This design comes from an exercise in tuning for small area and a short achievable clock period on the open sky130 flow, not from production work.
Power and IR drop assume default switching activity.

==> flow/design.v (excerpt) <==
module vtp_shim
(
    input  logic                           clk,
    input  logic                           reset,
    input  logic [52:0]                    afu_rd_req,
    input  logic [115:0]                   afu_wr_req,
    output logic                           afu_rd_almost_full,
    output logic                           afu_wr_almost_full,
    output logic [84:0]                    afu_rd_rsp,
    output logic [52:0]                    fiu_rd_req,
    output logic [115:0]                   fiu_wr_req,
    input  logic                           fiu_rd_almost_full,
    input  logic                           fiu_wr_almost_full,
    input  logic [84:0]                    fiu_rd_rsp,
    input  logic                           load_en,
    input  logic [2:0]                     load_idx,
    input  logic [53:0]                    load_entry,
    output logic                           fault,
    output logic [31:0]                    fault_vaddr
);
For scale: roughly 2,600 cells after synthesis, roughly 1,100 flip-flops, ~610 I/O pins.
clock: 4.5 ns
lec_check: 0
cap_margin: 20
core_margin: 2
core_utilization: 55
setup_slack_margin: 2.5
slew_margin: 20
standard.sh (not shown) runs the stock make flow with config.mk's settings and CLKGATE_MAP_FILE= SYNTH_SCRIPT=/design/flow/synth_recipe.tcl, a recipe that flattens the netlist after the stock synthesis.
==> flow/flow/run.sh <==
#!/bin/bash
# Standard ORFS layout, with plain buffers on the ports (stronger ones on inputs with a
# large fanout), footprint-free resizing and a clock tree of smaller buffers without
# dummy loads.
set -euo pipefail
HERE=$(pwd)
export DONT_BUFFER_PORTS=1
export PRE_GLOBAL_PLACE_TCL=$HERE/flow/ports.tcl
export CTS_ARGS="-sink_clustering_enable -repair_clock_nets -dont_use_dummy_load -root_buf sky130_fd_sc_hd__clkbuf_16 -buf_list sky130_fd_sc_hd__clkbuf_8 -sink_clustering_size 16 -sink_clustering_max_diameter 50"
sed 's/CLKGATE_MAP_FILE= /CLKGATE_MAP_FILE= MATCH_CELL_FOOTPRINT=0 /' standard.sh > run_standard.sh
bash run_standard.sh > flow.log 2>&1
==> flow/flow/ports.tcl <==
# Port buffering for global_place.tcl, run as its PRE hook. It does what the script
# would do (remove synthesis buffers, then buffer every input and output port), but
# with plain buffers, and a stronger buffer on inputs that fan out to several cells.
# The script's own remove_buffers call then has nothing left to do and is skipped so
# that it cannot take the port buffers out again.
if {$::env(GPL_TIMING_DRIVEN)} {
  remove_buffers
}
buffer_ports -inputs -buffer_cell sky130_fd_sc_hd__buf_1
buffer_ports -outputs -buffer_cell sky130_fd_sc_hd__buf_1
set strong [[ord::get_db] findMaster sky130_fd_sc_hd__buf_4]
set n 0
foreach inst [[ord::get_db_block] getInsts] {
  if {[[$inst getMaster] getName] ne "sky130_fd_sc_hd__buf_1"} { continue }
  if {![string match "input*" [$inst getName]]} { continue }
  set out [[$inst findITerm X] getNet]
  if {$out eq "NULL"} { continue }
  if {[llength [$out getITerms]] >= 5} {
    $inst swapMaster $strong
    incr n
  }
}
puts "ports.tcl: $n input buffers made sky130_fd_sc_hd__buf_4"
rename remove_buffers {}
proc remove_buffers {args} {}
The starting point completed without violations.
Rerun with:
==> flow/flow/ports.tcl (replaced) <==
# Buffer every input and output port as the standard flow does, with plain buffers;
# inputs that fan out to several cells get a stronger buffer.
buffer_ports -inputs -buffer_cell sky130_fd_sc_hd__buf_1
buffer_ports -outputs -buffer_cell sky130_fd_sc_hd__buf_1
set strong [[ord::get_db] findMaster sky130_fd_sc_hd__buf_4]
set n 0
foreach inst [[ord::get_db_block] getInsts] {
  if {[[$inst getMaster] getName] ne "sky130_fd_sc_hd__buf_1"} { continue }
  if {![string match "input*" [$inst getName]]} { continue }
  set out [[$inst findITerm X] getNet]
  if {$out eq "NULL"} { continue }
  if {[llength [$out getITerms]] >= 5} {
    $inst swapMaster $strong
    incr n
  }
}
puts "ports.tcl: $n input buffers made sky130_fd_sc_hd__buf_4"
Settings changed: CORE_UTILIZATION 55 to 40, SETUP_SLACK_MARGIN 2.5 to 2.2.
What happened: Utilization falls by 23 points. Total power drops by 3.7%. Combinational power came out lower by 53%. Hold slack degrades by 0.059 ns. Critical path depth shrinks by 1. Cell area came out lower by about 10%. Synthesized cell count stays the same.
Rerun with:
--- a/flow/flow/ports.tcl
+++ b/flow/flow/ports.tcl
@@ -1,2 +1,8 @@
-# Buffer every input and output port as the standard flow does, with plain buffers;
-# inputs that fan out to several cells get a stronger buffer.
+# Port buffering for global_place.tcl, run as its PRE hook. It does what the script
+# would do (remove synthesis buffers, then buffer every input and output port), but
+# with plain buffers, and a stronger buffer on inputs that fan out to several cells.
+# The script's own remove_buffers call then has nothing left to do and is skipped so
+# that it cannot take the port buffers out again.
+if {$::env(GPL_TIMING_DRIVEN)} {
+  remove_buffers
+}
@@ -17,0 +24,2 @@
+rename remove_buffers {}
+proc remove_buffers {args} {}
Settings changed: CORE_UTILIZATION 40 to 55.
What happened: The changed run went through all stages and came out clean. Fmax came out lower by a few percent. Sequential power stays flat. Hold slack is better by 0.055 ns. First-iteration DRC count came out higher by a little under a tenth. Combinational power came out higher by well over a third. Global-route usage came out higher by 9.4 points. Clock skew came out lower by 0.019 ns. Setup slack is worse by 0.080 ns.
Rerun with:
Settings changed: CORE_UTILIZATION 55 to 40.
=> Worst setup slack gets worse by 0.076 ns. Routed wire length drops by a few percent. Register-to-register slack gets worse by 0.09 ns. Flip-flop and latch count stays the same. Critical path depth stays the same. Design area rises slightly. Clock skew hardly moves.
Function was not checked in any run of this note: the RTL went through the layout flow alone.

[afterwards: timing with drivers on the ports]
Ports are ideal in the flow. The routed layouts listed here were re-timed in OpenROAD. Step 1 assumes that a clkbuf_16 drives the clock port and a buf_2 every other input. Step 2 adds t to the input delays and takes it off the output delays; t is the mean of the earliest and latest rising clock arrival at the registers after step 1. Input paths then give back, and output paths get back, about the clock's delay inside the block. Three values: no drivers, after step 1, after step 2; two values: the first two.
run	t (ns)	slack for setup (ns)	worst setup path after step 2	latest minus earliest clock arrival (ns)	cell pins on the clock port's net
the first run	0.664	2.164 / 2.178 / 1.535	input to register	0.084 / 0.084	1
the second run	0.697	2.222 / 2.010 / 1.314	input to register	0.089 / 0.089	1
the third run	0.673	2.142 / 2.163 / 1.502	input to register	0.072 / 0.072	1
the fourth run	0.693	2.066 / 2.069 / 1.411	input to register	0.074 / 0.074	1
After both steps setup and hold are still met in every run listed. The setup slack of the second run, which loses most, moves by -0.212 ns with the drivers and by -0.908 ns with both steps.
